Background: an optimization exercise with open tools, aiming at small area. Do not read the settings as production practice. Only simulation tests tie the RTL to the original design; equivalence was not proved. Power is estimated from default activity; no workload was simulated.

==> flow/design.v <==
package fbnn_pkg;
    localparam int unsigned FracBits = 16;
    localparam int unsigned DimW   = 10;
    localparam int unsigned IdxW   = 20;
    localparam int unsigned AccW   = 27;
    localparam int unsigned StepW  = 26;
    localparam int unsigned CountW = 30;
    localparam int unsigned FsizeW = 19;
    localparam int unsigned OffW   = 9;
    localparam int unsigned ModeW  = 3;
    localparam logic [2:0] RegEnabled = 3'd0;
    localparam logic [2:0] RegMode    = 3'd1;
    localparam logic [2:0] RegPal     = 3'd2;
    localparam logic [2:0] RegWidth   = 3'd3;
    localparam logic [2:0] RegHeight  = 3'd4;
    localparam logic [ModeW-1:0] ModeNtsc = 3'd0;
    localparam logic [ModeW-1:0] ModePal  = 3'd2;
    typedef struct packed {
        logic              reject;
        logic              fits;
        logic [DimW-1:0]   w;
        logic [DimW-1:0]   h;
        logic [DimW-1:0]   rw;
        logic [DimW-1:0]   rl;
        logic [FsizeW-1:0] fsize;
        logic [OffW-1:0]   xo;
        logic [OffW-1:0]   yo;
    } fbnn_geom_t;
    typedef struct packed {
        logic wr;
        logic clr_count;
    } fbnn_cfg_evt_t;
    typedef struct packed {
        logic reject;
        logic buf_sel;
    } fbnn_item_t;
    typedef struct packed {
        logic             start;
        logic [StepW-1:0] dividend;
        logic [DimW-1:0]  divisor;
    } fbnn_div_req_t;
    typedef struct packed {
        logic             done;
        logic [StepW-1:0] quotient;
    } fbnn_div_rsp_t;
    typedef enum logic [2:0] {
        BK_IDLE,
        BK_DIV_COL,
        BK_DIV_ROW,
        BK_MUL,
        BK_SUM
    } fbnn_bk_state_t;
endpackage
module framebuffer_center_or_nn_scale_addr_top #(
    parameter int unsigned MAX_CANVAS_DIM = 1024
) (
    input  logic        clk,
    input  logic        rst_n,
    input  logic        psel,
    input  logic        penable,
    input  logic        pwrite,
    input  logic [4:0]  paddr,
    input  logic [31:0] pwdata,
    output logic [31:0] prdata,
    output logic        pready,
    input  logic        req_valid,
    output logic        req_ready,
    input  logic        buffer_select,
    output logic        rsp_valid,
    input  logic        rsp_ready,
    output logic        status,
    output logic [19:0] source_index,
    output logic [19:0] dest_index,
    output logic        frame_last,
    output logic [31:0] control_word
);
    logic        en_reg;
    logic [2:0]  mode_reg;
    logic        pal_reg;
    logic [9:0]  w;
    logic [9:0]  h;
    logic [2:0]  idx;
    logic        wr;
    logic [2:0]  mode_new;
    logic        pal_new;
    logic [2:0]  eff_old, eff_new;
    logic        clr_count;
    assign idx = paddr[4:2];
    assign wr  = psel && penable && pwrite;
    assign pready = 1'b1;
    assign mode_new = (wr && idx == 3'd1) ? pwdata[2:0] : mode_reg;
    assign pal_new  = (wr && idx == 3'd2) ? pwdata[0] : pal_reg;
    assign eff_old  = (mode_reg != 3'd0) ? mode_reg : {1'b0, pal_reg, 1'b0};
    assign eff_new  = (mode_new != 3'd0) ? mode_new : {1'b0, pal_new, 1'b0};
    assign clr_count = wr && ((idx == 3'd0 && pwdata[0] && !en_reg) ||
                              ((idx == 3'd1 || idx == 3'd2) && en_reg && eff_new != eff_old));
    always_ff @(posedge clk or negedge rst_n)
    begin
        if (!rst_n)
        begin
            en_reg   <= 1'b0;
            mode_reg <= 3'd0;
            pal_reg  <= 1'b0;
            w        <= 10'd320;
            h        <= 10'd240;
        end
        else if (wr)
        begin
            case (idx)
                3'd0: en_reg   <= pwdata[0];
                3'd1: mode_reg <= pwdata[2:0];
                3'd2: pal_reg  <= pwdata[0];
                3'd3: w        <= pwdata[9:0];
                3'd4: h        <= pwdata[9:0];
                default: ;
            endcase
        end
    end
    always_comb
    begin
        case (idx)
            3'd0:    prdata = {31'b0, en_reg};
            3'd1:    prdata = {29'b0, mode_reg};
            3'd2:    prdata = {31'b0, pal_reg};
            3'd3:    prdata = {22'b0, w};
            3'd4:    prdata = {22'b0, h};
            default: prdata = 32'b0;
        endcase
    end
    logic [9:0]  rw, rl;
    logic [18:0] fsize;
    always_comb
    begin
        case (eff_old)
            3'd0:    begin rw = 10'd320; rl = 10'd240; fsize = 19'd76800;  end
            3'd1:    begin rw = 10'd640; rl = 10'd480; fsize = 19'd307200; end
            3'd2:    begin rw = 10'd352; rl = 10'd288; fsize = 19'd101376; end
            3'd3:    begin rw = 10'd720; rl = 10'd480; fsize = 19'd345600; end
            3'd4:    begin rw = 10'd720; rl = 10'd576; fsize = 19'd414720; end
            3'd5:    begin rw = 10'd720; rl = 10'd480; fsize = 19'd345600; end
            3'd6:    begin rw = 10'd720; rl = 10'd576; fsize = 19'd414720; end
            default: begin rw = 10'd640; rl = 10'd480; fsize = 19'd307200; end
        endcase
    end
    logic [10:0] dxw, dyw;
    logic        fits, reject;
    logic [9:0]  ncol, nrow;
    logic [9:0]  dx_eff;
    logic [8:0]  xo_eff, yo_eff;
    assign dxw    = {1'b0, rw} - {1'b0, w};
    assign dyw    = {1'b0, rl} - {1'b0, h};
    assign fits   = !dxw[10] && !dyw[10];
    assign reject = !en_reg || (w[9:1] == 9'd0) || (h[9:1] == 9'd0);
    assign ncol   = fits ? w : rw;
    assign nrow   = fits ? h : rl;
    assign dx_eff = fits ? dxw[9:0] : 10'd0;
    assign xo_eff = fits ? dxw[9:1] : 9'd0;
    assign yo_eff = fits ? dyw[9:1] : 9'd0;
    localparam logic [3:0] S_IDLE = 4'd0;    
    localparam logic [3:0] S_HOLD = 4'd1;    
    localparam logic [3:0] S_ADVL = 4'd2;    
    localparam logic [3:0] S_DC0  = 4'd3;    
    localparam logic [3:0] S_DC   = 4'd4;    
    localparam logic [3:0] S_DR0  = 4'd5;    
    localparam logic [3:0] S_DR   = 4'd6;    
    localparam logic [3:0] S_RI   = 4'd7;    
    localparam logic [3:0] S_RL   = 4'd8;    
    localparam logic [3:0] S_SK   = 4'd9;    
    localparam logic [3:0] S_ODD  = 4'd10;   
    logic [3:0]  st;
    logic        in_frame;
    logic        vld;
    logic        lat;
    logic [9:0]  col, row;
    logic [4:0]  k;
    logic [17:0] cstep;
    logic [18:0] rstep;
    logic [15:0] cfrac;
    logic [9:0]  cint;
    logic [15:0] rfrac;
    logic [19:0] rbase;
    logic [19:0] dst;
    logic [29:0] fc;
    logic        r_loop;
    logic [19:0] r_sum;
    assign r_loop = (st == S_ADVL) || (st == S_RL);
    assign r_sum  = rbase + {10'b0, r_loop ? w : cint};
    logic [9:0]  col_inc, row_inc;
    logic        col_end, row_end, is_last;
    assign col_inc = col + 10'd1;
    assign row_inc = row + 10'd1;
    assign col_end = (col_inc == ncol);
    assign row_end = (row_inc == nrow);
    assign is_last = col_end && row_end;
    logic [25:0] cacc_sum;
    logic [16:0] racc_sum;
    assign cacc_sum = {cint, cfrac} + {8'b0, cstep};
    assign racc_sum = {1'b0, rfrac} + {1'b0, rstep[15:0]};
    logic        div_row;
    logic [9:0]  dvd;
    logic        dbit;
    logic [10:0] rem2;
    logic [11:0] diff;
    logic        ge;
    assign div_row = (st == S_DR);
    assign dvd     = div_row ? h : w;
    assign dbit    = (k == 5'd0) ? dvd[2] : (k == 5'd1) ? dvd[1] : (k == 5'd2) ? dvd[0] : 1'b0;
    assign rem2    = {col, dbit};
    assign diff    = {1'b0, rem2} - {2'b0, div_row ? nrow : ncol};
    assign ge      = !diff[11];
    logic        k_last;
    logic [2:0]  k_target;
    logic        k_hit;
    assign k_last   = (k == 5'd18);
    assign k_target = (st == S_RL) ? {1'b0, rstep[18:17]} : rstep[18:16];
    assign k_hit    = (k == {2'b0, k_target});
    logic        skip_done;
    assign skip_done = (row[8:0] == {1'b0, yo_eff[8:1]});
    logic [10:0] dst_b;
    logic        dst_cin;
    logic [19:0] dst_sum;
    always_comb
    begin
        dst_b   = 11'd0;
        dst_cin = 1'b1;
        if (st == S_SK)
        begin
            dst_b   = {rw, 1'b0};
            dst_cin = 1'b0;
        end
        else if (st == S_ODD)
        begin
            dst_b   = yo_eff[0] ? {1'b0, rw} : 11'd0;
            dst_cin = 1'b0;
        end
        else if (col_end)
        begin
            dst_b = {1'b0, dx_eff};
        end
    end
    assign dst_sum = dst + {9'b0, dst_b} + {19'b0, dst_cin};
    logic        take;
    assign take = vld && rsp_ready;
    assign req_ready = (st == S_IDLE);
    always_ff @(posedge clk or negedge rst_n)
    begin
        if (!rst_n)
        begin
            st       <= S_IDLE;
            in_frame <= 1'b0;
            vld      <= 1'b0;
            fc       <= 30'd0;
        end
        else
        begin
            case (st)
                S_IDLE:
                begin
                    if (req_valid)
                    begin
                        if (reject)
                        begin
                            in_frame <= 1'b0;
                            vld      <= 1'b1;
                            st       <= S_HOLD;
                        end
                        else if (in_frame)
                        begin
                            vld <= 1'b1;
                            st  <= S_HOLD;
                            if (is_last)
                            begin
                                fc       <= fc + 30'd1;
                                in_frame <= 1'b0;
                            end
                        end
                        else
                        begin
                            st <= S_DC0;
                        end
                    end
                end
                S_HOLD:
                begin
                    if (rsp_ready)
                    begin
                        vld <= 1'b0;
                        st  <= (in_frame && col_end) ? S_ADVL : S_IDLE;
                    end
                end
                S_ADVL: if (k_hit) st <= S_IDLE;
                S_DC0:  st <= S_DC;
                S_DC:   if (k_last) st <= S_DR0;
                S_DR0:  st <= S_DR;
                S_DR:   if (k_last) st <= S_RI;
                S_RI:   st <= S_RL;
                S_RL:   if (k_hit) st <= S_SK;
                S_SK:   if (skip_done) st <= S_ODD;
                S_ODD:
                begin
                    in_frame <= 1'b1;
                    vld      <= 1'b1;
                    st       <= S_HOLD;
                end
                default: st <= S_IDLE;
            endcase
            if (wr && (idx <= 3'd4))
            begin
                in_frame <= 1'b0;
            end
            if (clr_count)
            begin
                fc <= 30'd0;
            end
        end
    end
    always_ff @(posedge clk)
    begin
        if (((st == S_DC) || (st == S_DR)) && !k_last)
            k <= k + 5'd1;
        else if (((st == S_ADVL) || (st == S_RL)) && !k_hit)
            k <= k + 5'd1;
        else
            k <= 5'd0;
        case (st)
            S_IDLE:
            begin
                if (req_valid && reject)
                begin
                    rbase <= 20'd0;
                    cint  <= 10'd0;
                    dst   <= 20'd0;
                end
                if (req_valid && !reject && !in_frame)
                begin
                    lat <= buffer_select;
                end
            end
            S_HOLD:
            begin
                if (rsp_ready && in_frame)
                begin
                    dst <= dst_sum;
                    if (col_end)
                    begin
                        col   <= 10'd0;
                        row   <= row_inc;
                        cfrac <= cstep[16:1];
                        cint  <= {9'b0, cstep[17]};
                    end
                    else
                    begin
                        col             <= col_inc;
                        {cint, cfrac}   <= cacc_sum;
                    end
                end
            end
            S_ADVL:
            begin
                if (!k_hit)
                begin
                    rbase <= r_sum;
                end
                else
                begin
                    rfrac <= racc_sum[15:0];
                    if (racc_sum[16])
                        rbase <= r_sum;
                end
            end
            S_DC0:
            begin
                col   <= {3'b0, w[9:3]};
                row   <= 10'd0;
                rbase <= 20'd0;
                dst   <= {1'b0, lat ? fsize : 19'd0} | {11'b0, xo_eff};
            end
            S_DC:
            begin
                col   <= ge ? diff[9:0] : rem2[9:0];
                cstep <= {cstep[16:0], ge};
            end
            S_DR0:
            begin
                col   <= {3'b0, h[9:3]};
                cfrac <= cstep[16:1];
                cint  <= {9'b0, cstep[17]};
            end
            S_DR:
            begin
                col   <= ge ? diff[9:0] : rem2[9:0];
                rstep <= {rstep[17:0], ge};
            end
            S_RI:
            begin
                rfrac <= rstep[16:1];
                col   <= 10'd0;
            end
            S_RL:
            begin
                if (!k_hit)
                    rbase <= r_sum;
            end
            S_SK:
            begin
                if (!skip_done)
                begin
                    dst <= dst_sum;
                    row <= row_inc;
                end
            end
            S_ODD:
            begin
                dst <= dst_sum;
                row <= 10'd0;
            end
            default: ;
        endcase
    end
    assign rsp_valid    = vld;
    assign status       = reject;
    assign source_index = r_sum;
    assign dest_index   = dst;
    assign frame_last   = !reject && !in_frame;
    assign control_word = frame_last ? {fc, 1'b0, lat} : 32'd0;
endmodule
==> flow/run.sh <==
#!/bin/bash
# synth_recipe.tcl (not shown) runs the flow's synth.tcl, then flattens the netlist and writes it again
# the make line also repeats each setting of config.mk as NAME=value (left out here)
make -C /OpenROAD-flow-scripts/flow DESIGN_CONFIG=/design/flow/config.mk WORK_HOME=/design/flow/orfs CLKGATE_MAP_FILE= SYNTH_SCRIPT=/design/flow/synth_recipe.tcl finish
==> flow/config.mk <==
export PLATFORM = sky130hd
export DESIGN_NAME = framebuffer_center_or_nn_scale_addr_top
export DESIGN_NICKNAME = framebuffer_center_or_nn_scale_addr_top
export VERILOG_FILES = /design/flow/design.v
export SDC_FILE = /design/flow/constraint.sdc
export NUM_CORES = 4
export LEC_CHECK = 0
export CAP_MARGIN = 20
export CORE_MARGIN = 2
export CORE_UTILIZATION = 40
export SLEW_MARGIN = 20
==> flow/constraint.sdc <==
create_clock -name core_clock -period 10.0 [get_ports {clk}]
set_input_delay 2.0000 -clock core_clock [delete_from_list [all_inputs] [get_ports {clk}]]
set_output_delay 2.0000 -clock core_clock [all_outputs]
set_load 0.01 [all_outputs]
==> impl_metrics.json, run 1 <==
{
  "cp-start-kind": "flip-flop",
  "via_count": 12390,
  "pwr-share-comb_pct": 52.6,
  "clock_latency_ns": 0.54,
  "maxSlewViolCount": 0,
  "status": "finished clean",
  "finalHoldViolations": 0,
  "async_reset_ff_share_pct": 29.61,
  "syn_to_final_growth_pct": 15.39,
  "place_inst": 2195,
  "cts_setup_buffers": 0,
  "rows": 71,
  "grt_overflow": 0,
  "chipWidth_microns": 198.4,
  "ioPinCount": 154,
  "ant_nets": 0,
  "drtIter0Drc": 901,
  "grt_max_degree": 62,
  "crit_slowest_cell": "and4_1",
  "netSwitchingPower_mw": 2.222,
  "cts_buffer_depth": 3,
  "die_area_sq_um": 39360,
  "yosysWarningCount": 1,
  "hpwl_microns": 28970,
  "reg_top3": "fc x30, dst x20, rbase x20",
  "power_mw": 5.309,
  "wl_met1_microns": 17460,
  "antenna_found_initial": 0,
  "ys_seq_area_share_pct": 38.62,
  "clk_pin_slew_ns": 0.06,
  "clkSinkCount": 206,
  "viasPerCell": 5.524,
  "post-route-period-util_pct": 75.91,
  "routed-wl-met2_microns": 18720,
  "grt_pass1_wl_microns": 63440,
  "design.final.nets": 1848,
  "top_layer_used": "met4",
  "io_buffers": 105,
  "skew_ns": 0.01374,
  "place_congestion": 0.9200,
  "drc": 0,
  "die_y_microns": 198.4,
  "cpLargestDelayFamily": "compound AO/OA/AOI/OAI gates",
  "core_area_sq_um": 37400,
  "slowest_delay_ns": 0.68,
  "seqPwrFrac_pct": 29.7,
  "start_util_pct": 40.42,
  "leakage_nw": 6.927,
  "grt_setup_unrepaired": "false",
  "min_path_type": "flip-flop to flip-flop",
  "netlist_top_cells_area": "edfxtp_1, dfrtp_1, ha_1",
  "swShare_pct": 41.85,
  "synth_top_area_cell": "edfxtp_1",
  "finalSetupTns_ns": 0,
  "cts_tree": "yes",
  "root_buffer": "clkbuf_16",
  "top_register": "fc",
  "fin_cells": 2243,
  "crit_fanout": 21,
  "first_pass_iters": 9,
  "synth_top_area_share_pct": 27.81,
  "wl_per_cell_microns": 17.80,
  "powerDensity_nw_per_um2": 304.4,
  "vdd_drop_max_v": 0.0001740,
  "syn-cell-area_sq_um": 15120,
  "slew_headroom_pct": 29.24,
  "ys_ff_latch": 206,
  "postLayoutCellArea_sq_um": 17440,
  "grt.total_usage_pct": 20.18,
  "place_area_sq_um": 16560,
  "ys_types": 82,
  "htree_num_levels": 1,
  "finalSetupViolCount": 0,
  "hold_buffers": 0,
  "critPathCaptureType": "flip-flop",
  "drv_cap": 0,
  "required_ns": 10.27,
  "path_buf_inv": 4,
  "cp.arrival_ns": 7.86,
  "utilization_pct": 46.64,
  "cts_resized": 0,
  "p_int_mw": 3.088,
  "drive_above_1_share_pct": 7.852,
  "syn_inst": 1634,
  "syn_area_per_cell_sq_um": 9.251,
  "worstSetupPathType": "flip-flop to flip-flop",
  "max_freq_mhz": 131.7,
  "dr_wl_met3_microns": 2181,
  "worst_slew_pin_slew_ns": 1.057,
  "min_period_ns": 7.591,
  "synth-edff-count": 140,
  "ys.flop_type": "edfxtp_1",
  "largest_reg_flops": 30,
  "num_antenna_cells": 0,
  "routed_wl_microns": 39920,
  "clkPwrFrac_pct": 17.8,
  "grt_pass1_vias": 12140,
  "numCtsBuffers": 26
}
[cell families after synthesis]
kind of cell | share of synthesized area (%)
AOI/OAI and AO/OA | 15.40
and+or+nand+nor | 20.30
buffers and inverters | 5.273
other | 0.04968
xor gates and xnor gates | 7.781
adders and majority gates | 7.831
DFF | 38.62
muxes | 4.743
[stage by stage]
stage,hold WS [ns],setup WS (ns)
after global routing,0.4782,2.010
after detailed placement,0.4565,2.484
after CTS,0.4677,2.454
after global placement,0.4429,2.581
final,0.4684,2.409
after floorplan,0.4334,4.205
[per-layer routing]
layer  global-route usage, %  up-vias
li1                        -     6039
met1                   25.83     5922
met2                   34.01      335
met3                   3.425       94
met4                   7.881        0
met5                       0        -
[worst paths after layout]
| check | start | endpoint | slack (ns) | cells after the start |
|---|---|---|---|---|
| max in group asynchronous | rst_n | w[5]$_DFFE_PN0P_ | 7.81 | 2 |
| min reg2reg | cstep[0]$_DFFE_PP_ | cstep[1]$_DFFE_PP_ | 0.47 | 0 |
| min | cstep[0]$_DFFE_PP_ | cstep[1]$_DFFE_PP_ | 0.47 | 0 |
| max reg2reg | mode_reg[0]$_DFFE_PN0P_ | dst[18]$_DFFE_PP_ | 2.41 | 26 |
| min in group asynchronous | rst_n | st[2]$_DFFE_PN0P_ | 1.63 | 2 |
| max | mode_reg[0]$_DFFE_PN0P_ | dst[18]$_DFFE_PP_ | 2.41 | 26 |
[layout make-up]
class	instances	area, sq um
sequential	206	5838
tap	511	639.4
inverter	77	289.0
multi-input combinational	1276	8602
timing repair buffer	125	1196
clock buffer	38	820.8
clock inverter	10	56.30
fill	3588	19960
[cell usage in the layout (no fill, tap or decap), types with 11 or more instances in the layout]
cell and count:
nor2_1 144, xnor2_1 64, mux2_2 41, buf_4 20
conb_1 24, a21o_1 13, o21ai_1 11, edfxtp_1 140
or4_1 22, dfrtp_1 55, and3_1 27, and2_1 65
nor2b_1 23, nand3_1 56, inv_1 76, nor3_1 34
a21oi_1 80, o21ai_0 93, or3_1 13, clkdlybuf4s50_1 104
ha_1 85, a211oi_1 11, mux2i_1 21, xor2_1 60
nand2b_1 15, o211ai_1 20, o31ai_1 11, nand2_1 149
clkbuf_16 30, o22ai_1 22
[power by group through the flow]
| stage | combinational, mW | clock (mW) | sequential (mW) |
|---|---|---|---|
| floorplan | 1.99 | 0 | 1.46 |
| finish | 2.79 | 0.943 | 1.58 |
| global placement | 2.72 | 0 | 1.58 |
| detailed placement | 2.77 | 0 | 1.59 |
| CTS | 2.79 | 0.967 | 1.57 |
| global route | 3.09 | 0.999 | 1.61 |
[cells in the mapped netlist, types with 7 or more instances]
cell type  instances
nor2_1           147
a211o_1            8
a21o_1            13
o21ai_1            9
buf_4             25
nor3_1            34
a211oi_1          13
nor2b_1           23
or4_1             22
o21a_1            10
o31ai_1           11
nand3_1           56
inv_1             76
a222oi_1           7
ha_1              85
nand4_1           10
dfrtp_1           55
mux2i_1           21
o21bai_1          10
edfxtp_1         140
and2_1            65
o21ai_0           95
nand2_1          149
clkbuf_1          59
and3_1            27
mux2_2            41
o211ai_1          20
xnor2_1           64
o22ai_1           22
a21oi_1           81
a31oi_1           10
or3_1             13
xor2_1            60
a22oi_1            7
nand2b_1          15
nor4_1             8
[worst reg2reg max path, stage by stage, from the launching register on]
cell and delay, ns:
dfrtp_1 0.62, inv_1 0.14, nand2_1 0.26, inv_1 0.13, a21oi_1 0.14, buf_4 0.17, inv_1 0.10, ha_1 0.32
nor4bb_1 0.15, o31a_1 0.27, o41a_4 0.46, o22ai_4 0.64, mux2i_1 0.22, a211oi_1 0.57, and4_1 0.68, nor2b_1 0.39
a21oi_1 0.11, nor2_1 0.12, ha_1 0.27, a21o_1 0.17, a21o_1 0.19, a21oi_1 0.20, o21ai_0 0.17, a41oi_1 0.47
nor2_1 0.12, xnor2_1 0.18, o22ai_1 0.08
==> inputs of run 2 (changes only) <==
--- a/flow/config.mk
+++ b/flow/config.mk
@@ -6,4 +6,5 @@
 export NUM_CORES = 4
 export LEC_CHECK = 0
+export ABC_AREA = 1
 export CAP_MARGIN = 20
 export CORE_MARGIN = 2
==> impl_metrics.json, run 2 <==
{
  "rows": 73,
  "vdd_drop_max_v": 0.0001772,
  "async_reset_ff_share_pct": 29.61,
  "required_ns": 8.00,
  "worst_slew_pin_slew_ns": 1.061,
  "hold_buffers": 0,
  "syn-cell-area_sq_um": 15940,
  "status": "finished clean",
  "synth_top_area_share_pct": 26.37,
  "ant_nets": 0,
  "post-route-period-util_pct": 76.26,
  "design.final.nets": 2369,
  "p_int_mw": 3.134,
  "ys_seq_area_share_pct": 36.62,
  "grt_pass1_wl_microns": 72820,
  "via_count": 14530,
  "chipWidth_microns": 203.6,
  "place_area_sq_um": 17330,
  "synth-compound-area-share_pct": 11.67,
  "synth_top_family_by_area": "simple AND/OR/NAND/NOR gates",
  "ys_types": 58,
  "numCtsBuffers": 27,
  "netSwitchingPower_mw": 2.580,
  "die_y_microns": 203.6,
  "synth-edff-count": 140,
  "core_area_sq_um": 39550,
  "powerDensity_nw_per_um2": 311.6,
  "min_path_type": "flip-flop to flip-flop",
  "drv_cap": 0,
  "wl_per_cell_microns": 16.31,
  "finalSetupViolCount": 0,
  "critPathCaptureType": "output port",
  "layout_commonest_cell": "nand2_1",
  "power_mw": 5.714,
  "hpwl_microns": 34020,
  "clkPwrFrac_pct": 19.2,
  "grt_pass1_vias": 14020,
  "top_register": "fc",
  "ys.flop_type": "edfxtp_1",
  "grt_util_met2_pct": 35.71,
  "drtIter0Drc": 1013,
  "cp-start-kind": "flip-flop",
  "viasPerCell": 5.228,
  "finalSetupTns_ns": 0,
  "grt_util_met1_pct": 29.06,
  "cts_buffer_depth": 3,
  "clkSinkCount": 206,
  "register_area_sq_um": 5838,
  "synth-xor-area-share_pct": 5.658,
  "grt_max_degree": 62,
  "postLayoutCellArea_sq_um": 18340,
  "die_area_sq_um": 41470,
  "busiest_layer": "met2",
  "cts_resized": 0,
  "worstSetupPathType": "flip-flop to output port",
  "start_util_pct": 40.31,
  "synth_top_area_cell": "edfxtp_1",
  "synthAdderAreaFrac_pct": 7.424,
  "utilization_pct": 46.36,
  "max_freq_mhz": 131.1,
  "leakage_nw": 8.224,
  "synthSimpleGateAreaFrac_pct": 27.65,
  "place_congestion": 0.9166,
  "cp.arrival_ns": 5.63,
  "syn_area_per_cell_sq_um": 7.436,
  "root_buffer": "clkbuf_16",
  "grt_setup_unrepaired": "false",
  "syn_inst": 2144,
  "io_buffers": 105,
  "fillers": 3948,
  "yosysWarningCount": 1,
  "clock_latency_ns": 0.56,
  "seqPwrFrac_pct": 26.8,
  "maxSlewViolCount": 0,
  "first_pass_iters": 9,
  "grtUsageMet3_pct": 3.500,
  "ys_ff_latch": 206,
  "syn_to_final_growth_pct": 15.01,
  "slew_headroom_pct": 29.04,
  "cts_setup_buffers": 0,
  "grt.total_usage_pct": 21.77,
  "netlist_top_cells_area": "edfxtp_1, nand2_1, dfrtp_1",
  "clk_pin_slew_ns": 0.06,
  "grt_overflow": 0,
  "finalHoldViolations": 0,
  "drc": 0,
  "routed_wl_microns": 45340,
  "mostFrequentLayoutCells": "nand2_1, inv_1, nor2_1",
  "drive_above_1_share_pct": 4.705,
  "cts_tree": "yes",
  "synthTopCellsByCount": "nand2_1, inv_1, nor2_1, nand3_1, o21ai_0",
  "htree_num_levels": 1,
  "min_period_ns": 7.626,
  "antenna_found_initial": 1,
  "ioPinCount": 154,
  "crit_fanout": 32,
  "multi_input_area_sq_um": 8488,
  "largest_reg_flops": 30,
  "swShare_pct": 45.16,
  "pwr-share-comb_pct": 54.1,
  "skew_ns": 0.01923,
  "yosysMostFrequentCell": "nand2_1",
  "reg_top3": "fc x30, dst x20, rbase x20",
  "post_synth_mux_area_share_pct": 0.1256
}
run 2: cell families (layout without fill, tap and decap cells):
family          after synthesis  after routing
simple gates               1004           1004
buf+inv                     405            492
compound gates              331            331
flops                       206            206
xor+xnor                    103            103
fa+ha+maj                    91             91
other cells                   2             25
mux                           2              2
run 2: path summary, 6_finish.rpt:
path,from,endpoint,slack [ns],cells after the start
max,st[2]$_DFFE_PN0P_,source_index[16],2.37,21
min,rstep[0]$_DFFE_PP_,rstep[1]$_DFFE_PP_,0.47,0
max reg2reg,mode_reg[2]$_DFFE_PN0P_,dst[14]$_DFFE_PP_,3.05,33
min reg2reg,rstep[0]$_DFFE_PP_,rstep[1]$_DFFE_PP_,0.47,0
max in group asynchronous,rst_n,st[3]$_DFFE_PN0P_,7.78,2
min in group asynchronous,rst_n,fc[12]$_DFFE_PN0P_,1.61,2
run 2: cell type report:
class / count / area share [%]
multi-input combinational: 1555 / 46.29
sequential: 206 / 31.84
timing repair buffer: 114 / 6.073
clock buffer: 30 / 3.978
inverter: 329 / 6.735
antenna: 1 / 0.01365
clock inverter: 19 / 1.481
tap: 525 / 3.583
run 2: metrics by stage:
| stage | setup WS [ns] | hold WS, ns | std cells |
|---|---|---|---|
| global route | 1.802 | 0.4851 | 2778 |
| floorplan | 4.776 | 0.4334 | 2166 |
| finish | 2.374 | 0.4703 | 2779 |
| global placement | 3.012 | 0.4473 | 2729 |
| detailed placement | 2.938 | 0.4545 | 2729 |
| CTS | 2.326 | 0.4699 | 2778 |
run 2: worst max-delay path, cell delays in order, from the launching register on:
cell and delay (ns):
dfrtp_1 0.40, nor2_1 0.18, nand3_1 0.31, nand2_1 0.41, inv_1 0.55, o21ai_0 0.54, ha_1 0.30, fa_1 0.21
nand2_1 0.05, inv_1 0.08, o21ai_0 0.09, nand2_1 0.13, nand2_1 0.07, nand2_1 0.10, a21oi_1 0.07, o21bai_1 0.21
nand2_1 0.09, nor2_1 0.22, nand3_1 0.16, nor2_1 0.14, xor2_1 0.20, clkdlybuf4s50_1 0.57
run 2: per-layer routing:
layer,share of wire [%],vias up
li1,-,7280
met1,45,6754
met2,46,416
met3,5.6,79
met4,3.4,0
met5,0,-
run 2: power by group through the flow:
stage	registers (mW)	logic [mW]	clock network (mW)
CTS	1.53	3.08	1.12
detailed placement	1.54	3.06	0
global route	1.56	3.47	1.15
global placement	1.54	3.02	0
finish	1.53	3.09	1.09
floorplan	1.49	2.14	0
==> inputs of run 3 (changes only) <==
--- a/flow/design.v
+++ b/flow/design.v
@@ -75,4 +75,15 @@
     output logic [31:0] control_word
 );
+    function automatic logic [26:0] rca(input logic [25:0] a, input logic [25:0] b,
+                                        input logic ci);
+        logic c;
+        c = ci;
+        for (int i = 0; i < 26; i++)
+        begin
+            rca[i] = a[i] ^ b[i] ^ c;
+            c = (a[i] & b[i]) | (c & (a[i] ^ b[i]));
+        end
+        rca[26] = c;
+    endfunction
     logic        en_reg;
     logic [2:0]  mode_reg;
@@ -143,4 +154,5 @@
         endcase
     end
+    logic [26:0] dxs, dys;
     logic [10:0] dxw, dyw;
     logic        fits, reject;
@@ -148,6 +160,8 @@
     logic [9:0]  dx_eff;
     logic [8:0]  xo_eff, yo_eff;
-    assign dxw    = {1'b0, rw} - {1'b0, w};
-    assign dyw    = {1'b0, rl} - {1'b0, h};
+    assign dxs    = rca({16'b0, rw}, {16'b0, ~w}, 1'b1);
+    assign dys    = rca({16'b0, rl}, {16'b0, ~h}, 1'b1);
+    assign dxw    = {!dxs[10], dxs[9:0]};
+    assign dyw    = {!dys[10], dys[9:0]};
     assign fits   = !dxw[10] && !dyw[10];
     assign reject = !en_reg || (w[9:1] == 9'd0) || (h[9:1] == 9'd0);
@@ -168,4 +182,5 @@
     localparam logic [3:0] S_SK   = 4'd9;    
     localparam logic [3:0] S_ODD  = 4'd10;   
+    localparam logic [3:0] S_FC   = 4'd11;   
     logic [3:0]  st;
     logic        in_frame;
@@ -182,8 +197,12 @@
     logic [19:0] dst;
     logic [29:0] fc;
+    logic        fz;         
+    logic        fc_cy;
     logic        r_loop;
     logic [19:0] r_sum;
+    logic [26:0] r_full;
     assign r_loop = (st == S_ADVL) || (st == S_RL);
-    assign r_sum  = rbase + {10'b0, r_loop ? w : cint};
+    assign r_full = rca({6'b0, rbase}, {16'b0, r_loop ? w : cint}, 1'b0);
+    assign r_sum  = r_full[19:0];
     logic [9:0]  col_inc, row_inc;
     logic        col_end, row_end, is_last;
@@ -195,6 +214,9 @@
     logic [25:0] cacc_sum;
     logic [16:0] racc_sum;
-    assign cacc_sum = {cint, cfrac} + {8'b0, cstep};
-    assign racc_sum = {1'b0, rfrac} + {1'b0, rstep[15:0]};
+    logic [26:0] cacc_full, racc_full;
+    assign cacc_full = rca({cint, cfrac}, {8'b0, cstep}, 1'b0);
+    assign racc_full = rca({10'b0, rfrac}, {10'b0, rstep[15:0]}, 1'b0);
+    assign cacc_sum  = cacc_full[25:0];
+    assign racc_sum  = racc_full[16:0];
     logic        div_row;
     logic [9:0]  dvd;
@@ -202,4 +224,5 @@
     logic [10:0] rem2;
     logic [11:0] diff;
+    logic [26:0] diff_full;
     logic        ge;
     assign div_row = (st == S_DR);
@@ -207,6 +230,7 @@
     assign dbit    = (k == 5'd0) ? dvd[2] : (k == 5'd1) ? dvd[1] : (k == 5'd2) ? dvd[0] : 1'b0;
     assign rem2    = {col, dbit};
-    assign diff    = {1'b0, rem2} - {2'b0, div_row ? nrow : ncol};
-    assign ge      = !diff[11];
+    assign diff_full = rca({15'b0, rem2}, {15'b0, 1'b1, ~(div_row ? nrow : ncol)}, 1'b1);
+    assign diff    = {!diff_full[11], diff_full[10:0]};
+    assign ge      = diff_full[11];
     logic        k_last;
     logic [2:0]  k_target;
@@ -239,5 +263,7 @@
         end
     end
-    assign dst_sum = dst + {9'b0, dst_b} + {19'b0, dst_cin};
+    logic [26:0] dst_full;
+    assign dst_full = rca({6'b0, dst}, {15'b0, dst_b}, dst_cin);
+    assign dst_sum  = dst_full[19:0];
     logic        take;
     assign take = vld && rsp_ready;
@@ -250,5 +276,4 @@
             in_frame <= 1'b0;
             vld      <= 1'b0;
-            fc       <= 30'd0;
         end
         else
@@ -271,6 +296,7 @@
                             if (is_last)
                             begin
-                                fc       <= fc + 30'd1;
                                 in_frame <= 1'b0;
+                                vld      <= 1'b0;
+                                st       <= S_FC;
                             end
                         end
@@ -303,4 +329,12 @@
                     st       <= S_HOLD;
                 end
+                S_FC:
+                begin
+                    if (k_fc)
+                    begin
+                        vld <= 1'b1;
+                        st  <= S_HOLD;
+                    end
+                end
                 default: st <= S_IDLE;
             endcase
@@ -309,8 +343,26 @@
                 in_frame <= 1'b0;
             end
-            if (clr_count)
-            begin
-                fc <= 30'd0;
-            end
+        end
+    end
+    logic k_fc;
+    logic fc_b, fc_c;
+    assign k_fc = (k == 5'd29);
+    assign fc_b = fc[0] && !fz;
+    assign fc_c = (k == 5'd0) || fc_cy;
+    always_ff @(posedge clk or negedge rst_n)
+    begin
+        if (!rst_n)
+            fz <= 1'b1;
+        else if (clr_count)
+            fz <= 1'b1;
+        else if (st == S_FC && k_fc)
+            fz <= 1'b0;
+    end
+    always_ff @(posedge clk)
+    begin
+        if (st == S_FC)
+        begin
+            fc    <= {fc_b ^ fc_c, fc[29:1]};
+            fc_cy <= fc_b && fc_c;
         end
     end
@@ -321,4 +373,6 @@
         else if (((st == S_ADVL) || (st == S_RL)) && !k_hit)
             k <= k + 5'd1;
+        else if ((st == S_FC) && !k_fc)
+            k <= k + 5'd1;
         else
             k <= 5'd0;
@@ -423,4 +477,4 @@
     assign dest_index   = dst;
     assign frame_last   = !reject && !in_frame;
-    assign control_word = frame_last ? {fc, 1'b0, lat} : 32'd0;
+    assign control_word = frame_last ? {fz ? 30'd0 : fc, 1'b0, lat} : 32'd0;
 endmodule
--- a/flow/config.mk
+++ b/flow/config.mk
@@ -6,7 +6,7 @@
 export NUM_CORES = 4
 export LEC_CHECK = 0
-export ABC_AREA = 1
 export CAP_MARGIN = 20
 export CORE_MARGIN = 2
 export CORE_UTILIZATION = 40
+export CTS_BUF_LIST = sky130_fd_sc_hd__clkbuf_8
 export SLEW_MARGIN = 20
==> impl_metrics.json, run 3 <==
{
  "vdd_drop_max_v": 0.0002258,
  "via_count": 9264,
  "min_path_type": "flip-flop to flip-flop",
  "skew_ns": 0.02749,
  "htree_num_levels": 2,
  "ys_ff_latch": 208,
  "start_util_pct": 40.63,
  "first_pass_iters": 5,
  "ioPinCount": 154,
  "place_congestion": 0.9151,
  "rows": 66,
  "register_area_sq_um": 6045,
  "path_buf_inv": 3,
  "die_area_sq_um": 34520,
  "place_area_sq_um": 14900,
  "grt_overflow": 0,
  "synth_top_area_cell": "edfxtp_1",
  "async_reset_ff_share_pct": 15.38,
  "drv_cap": 0,
  "ys_types": 89,
  "cp-start-kind": "flip-flop",
  "synth_top_area_share_pct": 38.84,
  "ys.flop_type": "edfxtp_1",
  "cts_tree": "yes",
  "clkSinkCount": 208,
  "syn-cell-area_sq_um": 13220,
  "multi_input_area_sq_um": 6596,
  "grt_pass1_wl_microns": 52730,
  "numCtsBuffers": 37,
  "required_ns": 10.27,
  "hold_buffers": 0,
  "synth-edff-count": 171,
  "largest_reg_flops": 30,
  "chipWidth_microns": 185.8,
  "dp_slack_ns": -0.2549,
  "grt_pass1_vias": 9470,
  "syn_inst": 1159,
  "hpwl_microns": 23930,
  "busiest_layer": "met2",
  "slew_headroom_pct": 34.61,
  "worstSetupPathType": "flip-flop to flip-flop",
  "wl_per_cell_microns": 18.52,
  "whs_ns": 0.4394,
  "routed_wl_microns": 32780,
  "design.final.nets": 1457,
  "reg_top3": "fc x30, dst x20, rbase x20",
  "yosysWarningCount": 1,
  "cts_buffer_depth": 3,
  "yosysMostFrequentCell": "edfxtp_1",
  "leakage_nw": 6.235,
  "drtIter0Drc": 716,
  "grt.total_usage_pct": 19.68,
  "syn_to_final_growth_pct": 18.73,
  "grt_max_degree": 33,
  "drc": 0,
  "cp.arrival_ns": 9.76,
  "grtUsageMet3_pct": 4.011,
  "critPathCaptureType": "flip-flop",
  "syn_area_per_cell_sq_um": 11.41,
  "post-route-period-util_pct": 94.90,
  "mostFrequentLayoutCells": "edfxtp_1, clkdlybuf4s50_1, inv_1",
  "worst_slew_pin_slew_ns": 0.9781,
  "antenna_found_initial": 1,
  "clock_latency_ns": 0.54,
  "powerDensity_nw_per_um2": 317.3,
  "crit_top_cell": "fa_2",
  "status": "finished clean",
  "min_period_ns": 9.490,
  "fillers": 3074,
  "die_y_microns": 185.8,
  "grt_util_met2_pct": 29.44,
  "cpLargestDelayFamily": "adder cells",
  "place_inst": 1699,
  "clk_pin_slew_ns": 0.06,
  "drive_above_1_share_pct": 15.52,
  "fin_ws_ns": 0.5102,
  "crit_slowest_cell": "or3b_4",
  "netlist_top_cells_area": "edfxtp_1, fa_1, dfrtp_1",
  "slowest_delay_ns": 0.42,
  "ys_seq_area_share_pct": 45.72,
  "fin_cells": 1770,
  "finalHoldViolations": 0,
  "maxSlewViolCount": 0,
  "postLayoutCellArea_sq_um": 15700,
  "viasPerCell": 5.234,
  "core_area_sq_um": 32540,
  "layout_commonest_cell": "edfxtp_1",
  "max_freq_mhz": 105.4,
  "root_buffer": "clkbuf_8",
  "ant_nets": 0,
  "grt_util_met1_pct": 28.53,
  "io_buffers": 105,
  "finalSetupViolCount": 0,
  "top_register": "fc",
  "crit_fanout": 4,
  "utilization_pct": 48.24,
  "synthTopCellsByCount": "edfxtp_1, nand2_1, inv_1, nor2_1, fa_1"
}
[run 3: metal layers]
metal,routed length [microns],part of all wire [%],vias to the layer above
met5,0,0,-
met2,14490,44,308
met4,931,2.8,0
li1,-,-,4347
met1,15070,46,4543
met3,2285,7.0,66
[run 3: what timing repair did]
action,4_1_cts,5_1_grt
endpoints found under the setup margin,6,8
pin swaps,0,7
gates resized for setup,8,20
setup buffers,0,2
[run 3: cell type report]
cell class                 instances  area share (%)
clock buffer                      42           3.683
sequential                       208           38.51
clock inverter                    26          0.7413
antenna                            1         0.01594
tap                              442           3.523
timing repair buffer             160           9.326
inverter                          91           2.176
multi-input combinational        800           42.02
[run 3: kinds of logic (layout without fill, tap and decap cells)]
family / Yosys count / in the layout / share of synthesized area (%)
flops: 208 / 208 / 45.72
simple gates: 361 / 361 / 14.60
compound gates: 188 / 188 / 9.304
other cells: 2 / 25 / 0.05681
fa+ha+maj: 114 / 114 / 14.93
mux: 59 / 59 / 5.290
buf+inv: 173 / 319 / 5.783
xor+xnor: 54 / 54 / 4.306
[run 3: path summary, 6_finish.rpt]
path	startpoint	endpoint	slack, ns	cells after the start
worst max-delay path	h[0]$_DFFE_PN0P_	dst[18]$_DFFE_PP_	0.51	41
worst min-delay path	fc[2]$_DFFE_PP_	fc[1]$_DFFE_PP_	0.44	0
worst max register to register	h[0]$_DFFE_PN0P_	dst[18]$_DFFE_PP_	0.51	41
worst min register to register	fc[2]$_DFFE_PP_	fc[1]$_DFFE_PP_	0.44	0
max in group asynchronous	rst_n	w[6]$_DFFE_PN1P_	7.78	2
min in group asynchronous	rst_n	w[9]$_DFFE_PN0P_	1.87	2
[run 3: through the flow]
stage                     power [mW]   TNS, ns
final                          4.981         0
after global placement         4.153   -0.3373
after CTS                      5.003         0
after floorplan                3.225         0
after detailed placement       4.200   -0.5564
after global routing           5.399  -0.02053
[run 3: power breakdown]
part	internal, mW	switching, mW	total (mW)
Sequential	1.34	0.224	1.57
Clock	0.388	0.368	0.756
Combinational	1.22	1.44	2.66
[run 3: worst register-to-register path, delay by kind of cell, from the launching register on]
kind            cells  cell delay, ns
compound gates      3            0.24
simple gates        7            1.49
fa+ha+maj          28            6.93
flops               1            0.37
buf+inv             3            0.23
==> inputs of run 4 (changes only) <==
--- a/flow/config.mk
+++ b/flow/config.mk
@@ -9,4 +9,3 @@
 export CORE_MARGIN = 2
 export CORE_UTILIZATION = 40
-export CTS_BUF_LIST = sky130_fd_sc_hd__clkbuf_8
 export SLEW_MARGIN = 20
==> impl_metrics.json, run 4 <==
{
  "grt_overflow": 0,
  "grt_pass1_vias": 9343,
  "post-route-period-util_pct": 95.01,
  "leakage_nw": 6.230,
  "worst_slew_pin_slew_ns": 0.9809,
  "ys.flop_type": "edfxtp_1",
  "syn-cell-area_sq_um": 13220,
  "slowest_delay_ns": 0.41,
  "clock_latency_ns": 0.53,
  "min_period_ns": 9.501,
  "grt_pass1_wl_microns": 52370,
  "skew_ns": 0.008193,
  "syn_area_per_cell_sq_um": 11.41,
  "ioPinCount": 154,
  "wl_per_cell_microns": 18.69,
  "reg2reg_depth": 45,
  "routed_wl_microns": 32650,
  "rows": 66,
  "synthSimpleGateAreaFrac_pct": 14.60,
  "slew_headroom_pct": 34.42,
  "pwr-share-comb_pct": 51.7,
  "via_count": 9233,
  "synthTopCellsByCount": "edfxtp_1, nand2_1, inv_1, nor2_1, fa_1",
  "ant_nets": 0,
  "ys_types": 89,
  "antenna_found_initial": 1,
  "viasPerCell": 5.285,
  "vdd_drop_max_v": 0.0002553,
  "status": "finished clean",
  "p_int_mw": 3.103,
  "numCtsBuffers": 25,
  "cp.arrival_ns": 9.77,
  "crit_top_cell": "fa_2",
  "min_path_type": "flip-flop to flip-flop",
  "maxSlewViolCount": 0,
  "reg_top3": "fc x30, dst x20, rbase x20",
  "grt_max_degree": 33,
  "async_reset_ff_share_pct": 15.38,
  "ys_ff_latch": 208,
  "utilization_pct": 48.61,
  "cpLargestDelayFamily": "adder cells",
  "start_util_pct": 40.63,
  "min_to": "fc[10]$_DFFE_PP_",
  "clk_pin_slew_ns": 0.06,
  "die_area_sq_um": 34520,
  "mostFrequentLayoutCells": "edfxtp_1, clkdlybuf4s50_1, nand2_1",
  "yosysMostFrequentCell": "edfxtp_1",
  "synth-edff-count": 171,
  "clkSinkCount": 208,
  "core_area_sq_um": 32540,
  "required_ns": 10.27,
  "root_buffer": "clkbuf_16",
  "rrSetupSlack_ns": 0.50,
  "path_buf_inv": 7,
  "syn_inst": 1159,
  "synth-compound-area-share_pct": 9.303,
  "drtIter0Drc": 763,
  "seqPwrFrac_pct": 30.5,
  "grt.total_usage_pct": 19.50,
  "swShare_pct": 39.60,
  "netlist_top_cells_area": "edfxtp_1, fa_1, dfrtp_1",
  "finalHoldViolations": 0,
  "whs_path_depth": 0,
  "yosysWarningCount": 1,
  "finalSetupViolCount": 0,
  "io_buffers": 105,
  "max_freq_mhz": 105.2,
  "die_y_microns": 185.8,
  "place_congestion": 0.9151,
  "layout_commonest_cell": "edfxtp_1",
  "worstHoldStart": "fc[11]$_DFFE_PP_",
  "num_antenna_cells": 0,
  "synth_top_family_by_area": "adder cells",
  "crit_start": "w[1]$_DFFE_PN0P_",
  "design.final.nets": 1445,
  "first_pass_iters": 6,
  "hpwl_microns": 23930,
  "post_synth_mux_area_share_pct": 5.291,
  "power_mw": 5.137,
  "drive_above_1_share_pct": 14.87,
  "crit_fanout": 4,
  "synth_top_area_share_pct": 38.84,
  "largest_reg_flops": 30,
  "clkPwrFrac_pct": 17.7,
  "chipWidth_microns": 185.8,
  "cts_tree": "yes",
  "cp-start-kind": "flip-flop",
  "netSwitchingPower_mw": 2.035,
  "drc": 0,
  "top_register": "fc",
  "worstSetupPathType": "flip-flop to flip-flop",
  "syn_to_final_growth_pct": 19.63,
  "cts_buffer_depth": 3,
  "synth-xor-area-share_pct": 4.306,
  "critPathCaptureType": "flip-flop",
  "synthAdderAreaFrac_pct": 14.93,
  "htree_num_levels": 1,
  "powerDensity_nw_per_um2": 324.8,
  "drv_cap": 0,
  "r2r_end": "dst[18]$_DFFE_PP_",
  "synth_top_area_cell": "edfxtp_1",
  "rr_startpoint": "w[1]$_DFFE_PN0P_",
  "ys_seq_area_share_pct": 45.72,
  "crit_slowest_cell": "fa_2"
}
==> run 4: cell types whose count changed in the layout (fill, tap and decap cells not counted), sizes merged <==
cell / change
bufinv: +3
clkbuf: -12
clkinv: -4
clkinvlp: +2
diode: -1
inv: -11
==> run 4: final cells by class <==
type,instances,area [sq um]
Timing Repair Buffer,160,1464
Inverter,91,341.6
Clock inverter,16,161.4
Sequential cell,208,6045
Multi-Input combinational cell,800,6596
Clock buffer,30,654.4
Fill cell,3056,16720
Tap cell,442,553.0
==> run 4: cells by family (layout without fill, tap and decap cells) <==
group | Yosys count | count (layout)
other cells | 2 | 24
mux | 59 | 59
flops | 208 | 208
simple gates | 361 | 361
fa+ha+maj | 114 | 114
xor+xnor | 54 | 54
buf+inv | 173 | 297
compound gates | 188 | 188
==> run 4: worst max-delay path by stage <==
stage | endpoint | slack (ns) | cells after the start
after floorplan | dst[18]$_DFFE_PP_ | 0.06 | 39
after global placement | dst[18]$_DFFE_PP_ | -0.17 | 38
after detailed placement | dst[19]$_DFFE_PP_ | -0.25 | 38
after CTS | dst[19]$_DFFE_PP_ | -0.02 | 45
after global routing | dst[18]$_DFFE_PP_ | -0.02 | 45
final | dst[18]$_DFFE_PP_ | 0.50 | 45
==> run 4: what timing repair did <==
action	4_1_cts	5_1_grt
endpoints found under the setup margin	5	8
setup buffers	0	2
pin swaps	0	7
hold buffers	0	0
gates resized for setup	5	23
==> run 4: through the flow <==
step | setup TNS [ns] | hold WS (ns) | cell area (sq um) | setup slack, ns | std cells
5_1_grt | -0.04535 | 0.4503 | 15820 | -0.02337 | 1747
3_3_place_gp | -0.3373 | 0.4237 | 14890 | -0.1746 | 1699
6_report | 0 | 0.4380 | 15820 | 0.4986 | 1747
2_1_floorplan | 0 | 0.4174 | 13300 | 0.05645 | 1181
4_1_cts | -0.02158 | 0.4426 | 15730 | -0.02158 | 1745
3_5_place_dp | -0.5564 | 0.4258 | 14900 | -0.2549 | 1699
==> run 4: per-layer routing <==
metal  routed length, microns  global-route usage (%)  vias up
met5                        0                       0        -
met4                      881                   6.362        0
met3                     2054                   3.541       66
met2                    14430                   29.16      284
met1                    15290                   28.61     4565
li1                         -                       -     4318
==> run 4: worst reg2reg max path, delay by kind of cell (launching register included) <==
family / cells / cell delay (ns)
AO/OA/AOI/OAI: 3 / 0.24
buffers and inverters: 7 / 0.50
flip-flops: 1 / 0.38
adder cells (fa/ha/maj): 28 / 6.67
AND/OR/NAND/NOR: 7 / 1.45
==> run 4: power groups by stage <==
stage | combinational (mW) | clock (mW) | sequential, mW
after floorplan | 1.69 | 0 | 1.53
after detailed placement | 2.62 | 0 | 1.58
after CTS | 2.65 | 0.932 | 1.57
after global placement | 2.58 | 0 | 1.57
after global routing | 2.97 | 0.972 | 1.61
final | 2.66 | 0.911 | 1.57
==> inputs of run 5 (changes only) <==
--- a/flow/design.v
+++ b/flow/design.v
@@ -205,11 +205,12 @@
     assign r_full = rca({6'b0, rbase}, {16'b0, r_loop ? w : cint}, 1'b0);
     assign r_sum  = r_full[19:0];
-    logic [9:0]  col_inc, row_inc;
-    logic        col_end, row_end, is_last;
-    assign col_inc = col + 10'd1;
-    assign row_inc = row + 10'd1;
-    assign col_end = (col_inc == ncol);
-    assign row_end = (row_inc == nrow);
-    assign is_last = col_end && row_end;
+    logic [9:0]  col_dec, row_dec;
+    logic        col_end, row_end, row_zero, is_last;
+    assign col_dec  = col - 10'd1;
+    assign row_dec  = row - 10'd1;
+    assign col_end  = (col == 10'd1);
+    assign row_zero = (row[9:1] == 9'd0) && !row[0];
+    assign row_end  = (row[9:1] == 9'd0) && row[0];
+    assign is_last  = col_end && row_end;
     logic [25:0] cacc_sum;
     logic [16:0] racc_sum;
@@ -230,7 +231,7 @@
     assign dbit    = (k == 5'd0) ? dvd[2] : (k == 5'd1) ? dvd[1] : (k == 5'd2) ? dvd[0] : 1'b0;
     assign rem2    = {col, dbit};
-    assign diff_full = rca({15'b0, rem2}, {15'b0, 1'b1, ~(div_row ? nrow : ncol)}, 1'b1);
+    assign diff_full = rca({15'b0, rem2}, {15'b0, 1'b1, ~(div_row ? rl : rw)}, 1'b1);
     assign diff    = {!diff_full[11], diff_full[10:0]};
-    assign ge      = diff_full[11];
+    assign ge      = fits ? (k == 5'd2) : diff_full[11];
     logic        k_last;
     logic [2:0]  k_target;
@@ -240,5 +241,5 @@
     assign k_hit    = (k == {2'b0, k_target});
     logic        skip_done;
-    assign skip_done = (row[8:0] == {1'b0, yo_eff[8:1]});
+    assign skip_done = row_zero;
     logic [10:0] dst_b;
     logic        dst_cin;
@@ -398,6 +399,6 @@
                     if (col_end)
                     begin
-                        col   <= 10'd0;
-                        row   <= row_inc;
+                        col   <= ncol;
+                        row   <= row_dec;
                         cfrac <= cstep[16:1];
                         cint  <= {9'b0, cstep[17]};
@@ -405,5 +406,5 @@
                     else
                     begin
-                        col             <= col_inc;
+                        col             <= col_dec;
                         {cint, cfrac}   <= cacc_sum;
                     end
@@ -426,5 +427,5 @@
             begin
                 col   <= {3'b0, w[9:3]};
-                row   <= 10'd0;
+                row   <= {2'b0, yo_eff[8:1]};
                 rbase <= 20'd0;
                 dst   <= {1'b0, lat ? fsize : 19'd0} | {11'b0, xo_eff};
@@ -449,5 +450,4 @@
             begin
                 rfrac <= rstep[16:1];
-                col   <= 10'd0;
             end
             S_RL:
@@ -461,5 +461,5 @@
                 begin
                     dst <= dst_sum;
-                    row <= row_inc;
+                    row <= row_dec;
                 end
             end
@@ -467,5 +467,6 @@
             begin
                 dst <= dst_sum;
-                row <= 10'd0;
+                col <= ncol;
+                row <= nrow;
             end
             default: ;
==> flow/flow/run.sh (new file) <==
#!/bin/bash
set -o pipefail
export BUFFER_PORTS_ARGS="-buffer_cell sky130_fd_sc_hd__buf_1"
bash standard.sh > standard.log 2>&1
status=$?
tail -20 standard.log
exit $status
==> flow/standard.sh (new file) <==
#!/bin/bash
# synth_recipe.tcl (not shown) runs the flow's synth.tcl, then flattens the netlist and writes it again
# the make line also repeats each setting of config.mk as NAME=value (left out here)
make -C /OpenROAD-flow-scripts/flow DESIGN_CONFIG=/design/flow/config.mk WORK_HOME=/design/flow/orfs CLKGATE_MAP_FILE= SYNTH_SCRIPT=/design/flow/synth_recipe.tcl "${@:-finish}"
--- a/flow/config.mk
+++ b/flow/config.mk
@@ -8,4 +8,4 @@
 export CAP_MARGIN = 20
 export CORE_MARGIN = 2
-export CORE_UTILIZATION = 40
+export CORE_UTILIZATION = 60
 export SLEW_MARGIN = 20
removed: flow/run.sh
==> impl_metrics.json, run 5 <==
{
  "hpwl_microns": 20270,
  "finalSetupViolCount": 0,
  "maxSlewViolCount": 0,
  "grt_max_degree": 33,
  "place_area_sq_um": 13000,
  "skew_ns": 0.02268,
  "numCtsBuffers": 24,
  "cts_setup_buffers": 0,
  "worstSetupPathType": "flip-flop to flip-flop",
  "routed-wl-met2_microns": 13180,
  "cp.arrival_ns": 9.55,
  "clk_pin_slew_ns": 0.06,
  "slowest_delay_ns": 0.52,
  "leakage_nw": 5.354,
  "grt_setup_unrepaired": "false",
  "synthTopCellsByCount": "edfxtp_1, inv_1, nand2_1, fa_1, nor2_1",
  "required_ns": 10.24,
  "syn_inst": 1051,
  "grt_overflow": 0,
  "ys_seq_area_share_pct": 48.99,
  "yosysMostFrequentCell": "edfxtp_1",
  "cpLargestDelayFamily": "adder cells",
  "clkPwrFrac_pct": 21.9,
  "layout_commonest_cell": "edfxtp_1",
  "synth-edff-count": 171,
  "critPathCaptureType": "flip-flop",
  "ys_types": 73,
  "mostFrequentLayoutCells": "edfxtp_1, buf_1, inv_1",
  "syn-cell-area_sq_um": 12340,
  "die_area_sq_um": 21730,
  "register_area_sq_um": 6045,
  "async_reset_ff_share_pct": 15.38,
  "grt_pass1_vias": 8393,
  "post-route-period-util_pct": 93.09,
  "worst_slew_pin_slew_ns": 1.066,
  "clock_latency_ns": 0.52,
  "num_antenna_cells": 0,
  "via_count": 8423,
  "design.final.nets": 1313,
  "utilization_pct": 68.51,
  "worstSetupPathDepth": 33,
  "htree_num_levels": 1,
  "grt.total_usage_pct": 26.58,
  "crit_fanout": 9,
  "netSwitchingPower_mw": 1.676,
  "drc": 0,
  "powerDensity_nw_per_um2": 312.2,
  "drive_above_1_share_pct": 11.49,
  "status": "finished clean",
  "routed_wl_microns": 28600,
  "dp_slack_ns": 0.7657,
  "reg2reg_depth": 33,
  "chipWidth_microns": 147.4,
  "top_register": "fc",
  "drtIter0Drc": 688,
  "ys.flop_type": "edfxtp_1",
  "die_y_microns": 147.4,
  "rows": 52,
  "fillers": 1553,
  "dr_wl_met3_microns": 1919,
  "min_period_ns": 9.309,
  "place_congestion": 0.9422,
  "p_int_mw": 2.653,
  "viasPerCell": 5.829,
  "grt_pass1_wl_microns": 45560,
  "reg_top3": "fc x30, dst x20, rbase x20",
  "syn_to_final_growth_pct": 12.35,
  "fin_ws_ns": 0.6905,
  "wl_met1_microns": 12660,
  "clkSinkCount": 208,
  "io_buffers": 105,
  "cts_resized": 0,
  "syn_area_per_cell_sq_um": 11.74,
  "swShare_pct": 38.71,
  "vdd_drop_max_v": 0.0001620,
  "synth_top_area_cell": "edfxtp_1",
  "cts_buffer_depth": 3,
  "crit_top_cell": "fa_1",
  "drv_cap": 0,
  "core_area_sq_um": 20230,
  "min_path_type": "flip-flop to flip-flop",
  "root_buffer": "clkbuf_16",
  "yosysWarningCount": 1,
  "synth_top_area_share_pct": 41.61,
  "pwr-share-comb_pct": 42.1,
  "whs_path_depth": 0,
  "ys_ff_latch": 208,
  "hold_buffers": 0,
  "start_util_pct": 60.98,
  "crit_slowest_cell": "dfrtp_1",
  "largest_reg_flops": 30,
  "cts_tree": "yes",
  "ioPinCount": 154,
  "antenna_found_initial": 0,
  "finalSetupTns_ns": 0,
  "seqPwrFrac_pct": 35.9,
  "cp-start-kind": "flip-flop",
  "max_freq_mhz": 107.4,
  "top_layer_used": "met4",
  "path_buf_inv": 2,
  "finalHoldViolations": 0,
  "slew_headroom_pct": 28.89,
  "postLayoutCellArea_sq_um": 13860,
  "netlist_top_cells_area": "edfxtp_1, fa_1, dfrtp_1",
  "wl_per_cell_microns": 19.79,
  "first_pass_iters": 4,
  "multi_input_area_sq_um": 5729,
  "ant_nets": 0
}
==> run 5: area by class of cell <==
class	count	share of cell area (%)
inverter	83	2.247
clock inverter	20	1.904
sequential	208	43.60
tap	270	2.437
clock buffer	24	4.332
multi-input combinational	711	41.33
timing repair buffer	129	4.152
==> run 5: final timing paths <==
path | start | end | slack [ns]
max in group asynchronous | rst_n | st[3]$_DFFE_PN0P_ | 7.89
worst min-delay path | fc[1]$_DFFE_PP_ | fc[0]$_DFFE_PP_ | 0.43
min in group asynchronous | rst_n | mode_reg[1]$_DFFE_PN0P_ | 1.57
worst max-delay path | mode_reg[2]$_DFFE_PN0P_ | dst[18]$_DFFE_PP_ | 0.69
worst min register to register | fc[1]$_DFFE_PP_ | fc[0]$_DFFE_PP_ | 0.43
worst max register to register | mode_reg[2]$_DFFE_PN0P_ | dst[18]$_DFFE_PP_ | 0.69
==> run 5: cells by family (layout without fill, tap and decap cells) <==
family                     Yosys count  after routing  synth area share (%)
other                                2             24               0.06086
and+or+nand+nor                    306            306                 12.53
adders and majority gates          111            111                 15.45
xor gates and xnor gates            31             31                 2.200
muxes                               61             61                 5.506
AOI/OAI and AO/OA                  178            178                 9.694
buffers and inverters              154            256                 5.567
DFF                                208            208                 48.99
==> run 5: power groups by stage <==
stage               registers, mW  logic (mW)  clock network (mW)
floorplan                    1.53        1.28                   0
global placement             1.56        1.77                   0
detailed placement           1.57        1.81                   0
CTS                          1.56        1.83               0.964
global route                 1.59        2.05               0.996
finish                       1.56        1.82               0.949
==> run 5: through the flow <==
| step | hold WS [ns] | instances | total power, mW |
|---|---|---|---|
| floorplan | 0.4174 | 1073 | 2.808 |
| global route | 0.4495 | 1445 | 4.630 |
| CTS | 0.4362 | 1445 | 4.351 |
| detailed placement | 0.4231 | 1401 | 3.381 |
| finish | 0.4320 | 1445 | 4.329 |
| global placement | 0.4202 | 1401 | 3.339 |
==> run 5: routing by layer <==
layer | vias up | global-route usage, %
li1 | 3910 | -
met5 | - | 0
met1 | 4138 | 38.70
met2 | 319 | 41.68
met4 | 0 | 7.981
met3 | 56 | 4.506
==> inputs of run 6 (changes only) <==
==> flow/run.sh (new file) <==
#!/bin/bash
# synth_recipe.tcl (not shown) runs the flow's synth.tcl, then flattens the netlist and writes it again
# the make line also repeats each setting of config.mk as NAME=value (left out here)
make -C /OpenROAD-flow-scripts/flow DESIGN_CONFIG=/design/flow/config.mk WORK_HOME=/design/flow/orfs CLKGATE_MAP_FILE= SYNTH_SCRIPT=/design/flow/synth_recipe.tcl finish
--- a/flow/config.mk
+++ b/flow/config.mk
@@ -9,3 +9,6 @@
 export CORE_MARGIN = 2
 export CORE_UTILIZATION = 60
+export CTS_BUF_LIST = sky130_fd_sc_hd__clkbuf_8
+export CTS_CLUSTER_DIAMETER = 80
+export CTS_CLUSTER_SIZE = 16
 export SLEW_MARGIN = 20
removed: flow/flow/run.sh
removed: flow/standard.sh
==> impl_metrics.json, run 6 <==
{
  "maxSlewViolCount": 0,
  "min_period_ns": 9.372,
  "clkPwrFrac_pct": 11.1,
  "skew_ns": 0.02318,
  "worst_slew_pin_slew_ns": 1.122,
  "layout_commonest_cell": "edfxtp_1",
  "multi_input_area_sq_um": 5732,
  "place_area_sq_um": 13640,
  "synthSimpleGateAreaFrac_pct": 12.53,
  "netSwitchingPower_mw": 1.613,
  "leakage_nw": 5.374,
  "fin_ws_ns": 0.6281,
  "post-route-period-util_pct": 93.72,
  "synth_top_area_cell": "edfxtp_1",
  "worstSetupPathType": "flip-flop to output port",
  "drive_above_1_share_pct": 9.672,
  "io_buffers": 105,
  "ys_ff_latch": 208,
  "clkSinkCount": 208,
  "ys.flop_type": "edfxtp_1",
  "synth-compound-area-share_pct": 9.694,
  "required_ns": 8.00,
  "utilization_pct": 68.86,
  "finalSetupTns_ns": 0,
  "dp_slack_ns": 0.8102,
  "cp-start-kind": "flip-flop",
  "crit_fanout": 16,
  "cts_buffer_depth": 3,
  "die_y_microns": 147.4,
  "grt_util_met2_pct": 41.87,
  "yosysWarningCount": 1,
  "status": "finished clean",
  "cp.arrival_ns": 7.37,
  "syn_inst": 1051,
  "drc": 0,
  "finalHoldViolations": 0,
  "start_util_pct": 60.98,
  "min_path_type": "flip-flop to flip-flop",
  "register_area_sq_um": 6045,
  "cts_tree": "yes",
  "viasPerCell": 5.866,
  "finalSetupViolCount": 0,
  "core_area_sq_um": 20230,
  "design.final.nets": 1304,
  "p_int_mw": 2.393,
  "cts_resized": 0,
  "syn_area_per_cell_sq_um": 11.74,
  "max_freq_mhz": 106.7,
  "grt.total_usage_pct": 26.85,
  "postLayoutCellArea_sq_um": 13930,
  "ys_seq_area_share_pct": 48.99,
  "place_congestion": 0.9147,
  "ioPinCount": 154,
  "largest_reg_flops": 30,
  "slew_headroom_pct": 25.20,
  "hold_buffers": 0,
  "post_synth_mux_area_share_pct": 5.506,
  "seqPwrFrac_pct": 38.9,
  "powerDensity_nw_per_um2": 287.5,
  "top_register": "fc",
  "ys_types": 73,
  "num_antenna_cells": 0,
  "hpwl_microns": 20920,
  "busiest_layer": "met2",
  "via_count": 8377,
  "rows": 52,
  "clock_latency_ns": 0.51,
  "grt_setup_unrepaired": "false",
  "mostFrequentLayoutCells": "edfxtp_1, clkdlybuf4s50_1, inv_1",
  "synthTopCellsByCount": "edfxtp_1, inv_1, nand2_1, fa_1, nor2_1",
  "grt_pass1_vias": 8355,
  "drv_cap": 0,
  "grt_pass1_wl_microns": 46030,
  "reg_top3": "fc x30, dst x20, rbase x20",
  "vdd_drop_max_v": 0.0001627,
  "first_pass_iters": 6,
  "swShare_pct": 40.26,
  "synth-xor-area-share_pct": 2.200,
  "cts_setup_buffers": 0,
  "grt_max_degree": 33,
  "synthAdderAreaFrac_pct": 15.45,
  "grt_util_met1_pct": 39.54,
  "grt_overflow": 0,
  "synth_top_family_by_area": "adder cells",
  "numCtsBuffers": 17,
  "syn-cell-area_sq_um": 12340,
  "ant_nets": 0,
  "grtUsageMet3_pct": 4.877,
  "synth-edff-count": 171,
  "routed_wl_microns": 28770,
  "die_area_sq_um": 21730,
  "pwr-share-comb_pct": 50.0,
  "clk_pin_slew_ns": 0.11,
  "critPathCaptureType": "output port",
  "fillers": 1527,
  "netlist_top_cells_area": "edfxtp_1, fa_1, dfrtp_1",
  "chipWidth_microns": 147.4,
  "wl_per_cell_microns": 20.15,
  "root_buffer": "clkbuf_8",
  "yosysMostFrequentCell": "edfxtp_1",
  "antenna_found_initial": 0,
  "synth_top_area_share_pct": 41.61,
  "async_reset_ff_share_pct": 15.38,
  "drtIter0Drc": 855,
  "htree_num_levels": 1,
  "power_mw": 4.006,
  "syn_to_final_growth_pct": 12.92
}
run 6: logic make-up after synthesis:
kind of cell | after synthesis
xor+xnor | 31
mux | 61
fa+ha+maj | 111
other cells | 2
flops | 208
compound gates | 178
buf+inv | 154
simple gates | 306
run 6: layer usage:
layer  routed length (microns)  vias to the layer above  part of all wire, %
met5                         0                        -                    0
li1                          -                     3875                    -
met1                     12600                     4113                   44
met2                     13370                      349                   46
met4                       625                        0                  2.2
met3                      2180                       40                  7.6
run 6: area by class of cell:
| class | instances | area share [%] |
|---|---|---|
| Clock inverter | 12 | 0.4131 |
| Timing Repair Buffer | 127 | 8.728 |
| Sequential cell | 208 | 43.38 |
| Clock buffer | 17 | 1.679 |
| Multi-Input combinational cell | 711 | 41.14 |
| Inverter | 83 | 2.236 |
| Tap cell | 270 | 2.425 |
run 6: per-stage QoR:
step	hold slack, ns	cells
global route	0.4425	1428
finish	0.4219	1428
detailed placement	0.4252	1399
floorplan	0.4174	1073
global placement	0.4216	1399
CTS	0.4228	1428
run 6: final timing paths:
kind / startpoint / endpoint / slack (ns) / cells after the start
max: st[1]$_DFFE_PN0P_ / source_index[19] / 0.63 / 27
min: fc[9]$_DFFE_PP_ / fc[8]$_DFFE_PP_ / 0.42 / 0
max reg2reg: mode_reg[2]$_DFFE_PN0P_ / dst[18]$_DFFE_PP_ / 0.73 / 33
min reg2reg: fc[9]$_DFFE_PP_ / fc[8]$_DFFE_PP_ / 0.42 / 0
max in group asynchronous: rst_n / w[8]$_DFFE_PN1P_ / 7.78 / 2
min in group asynchronous: rst_n / mode_reg[2]$_DFFE_PN0P_ / 1.87 / 2
run 6: power by group through the flow:
stage | registers, mW | logic [mW] | clock network (mW)
after floorplan | 1.53 | 1.28 | 0
after global placement | 1.57 | 1.95 | 0
after detailed placement | 1.58 | 1.99 | 0
after CTS | 1.56 | 2.01 | 0.460
after global routing | 1.59 | 2.22 | 0.488
final | 1.56 | 2.00 | 0.446
run 6: worst max-delay path, cell delays in order (launching register included):
cell	delay (ns)
dfrtp_1	0.40
xor2_1	0.15
buf_4	0.20
nand2_2	0.23
o21ai_0	0.24
ha_1	0.19
fa_1	0.16
inv_1	0.05
fa_1	0.37
fa_1	0.39
fa_1	0.39
fa_1	0.40
fa_1	0.40
fa_1	0.41
fa_1	0.40
fa_1	0.38
inv_1	0.07
ha_1	0.13
ha_1	0.13
ha_1	0.14
ha_1	0.14
ha_1	0.14
ha_1	0.14
ha_1	0.14
ha_1	0.14
ha_1	0.16
xor2_1	0.19
clkdlybuf4s50_1	0.57

separate check: timing with driven ports:
No port has a modelled driver above. Below, the same layouts with a new extraction and two added sets of constraints. Step 1 sets driving cells, clkbuf_16 on the clock port and buf_2 on the other inputs (assumed; they add their load-dependent delay and slew). Step 2 moves the port delays by t, midway between the first and last clock arrival at a register: inputs arrive t later, outputs are due t later. That takes back most of the time a late clock gives input paths. Three values: ideal, step 1, step 2; two values: the first two.
run	t (ns)	slack for setup (ns)	worst setup path after step 2	latest minus earliest clock arrival (ns)	cell pins on the clock port's net
run 1	0.591	2.409 / 2.409 / 2.409	register to register	0.015 / 0.015	1
run 2	0.603	2.374 / 2.317 / 2.920	register to output	0.021 / 0.022	1
run 3	0.576	0.510 / 0.508 / 0.510	register to register	0.029 / 0.029	1
run 4	0.577	0.499 / 0.499 / 0.499	register to register	0.009 / 0.009	1
run 5	0.556	0.691 / 0.691 / 0.691	register to register	0.023 / 0.023	1
run 6	0.543	0.628 / 0.586 / 0.729	register to register	0.024 / 0.024	1
After both steps every run listed still meets setup and hold.
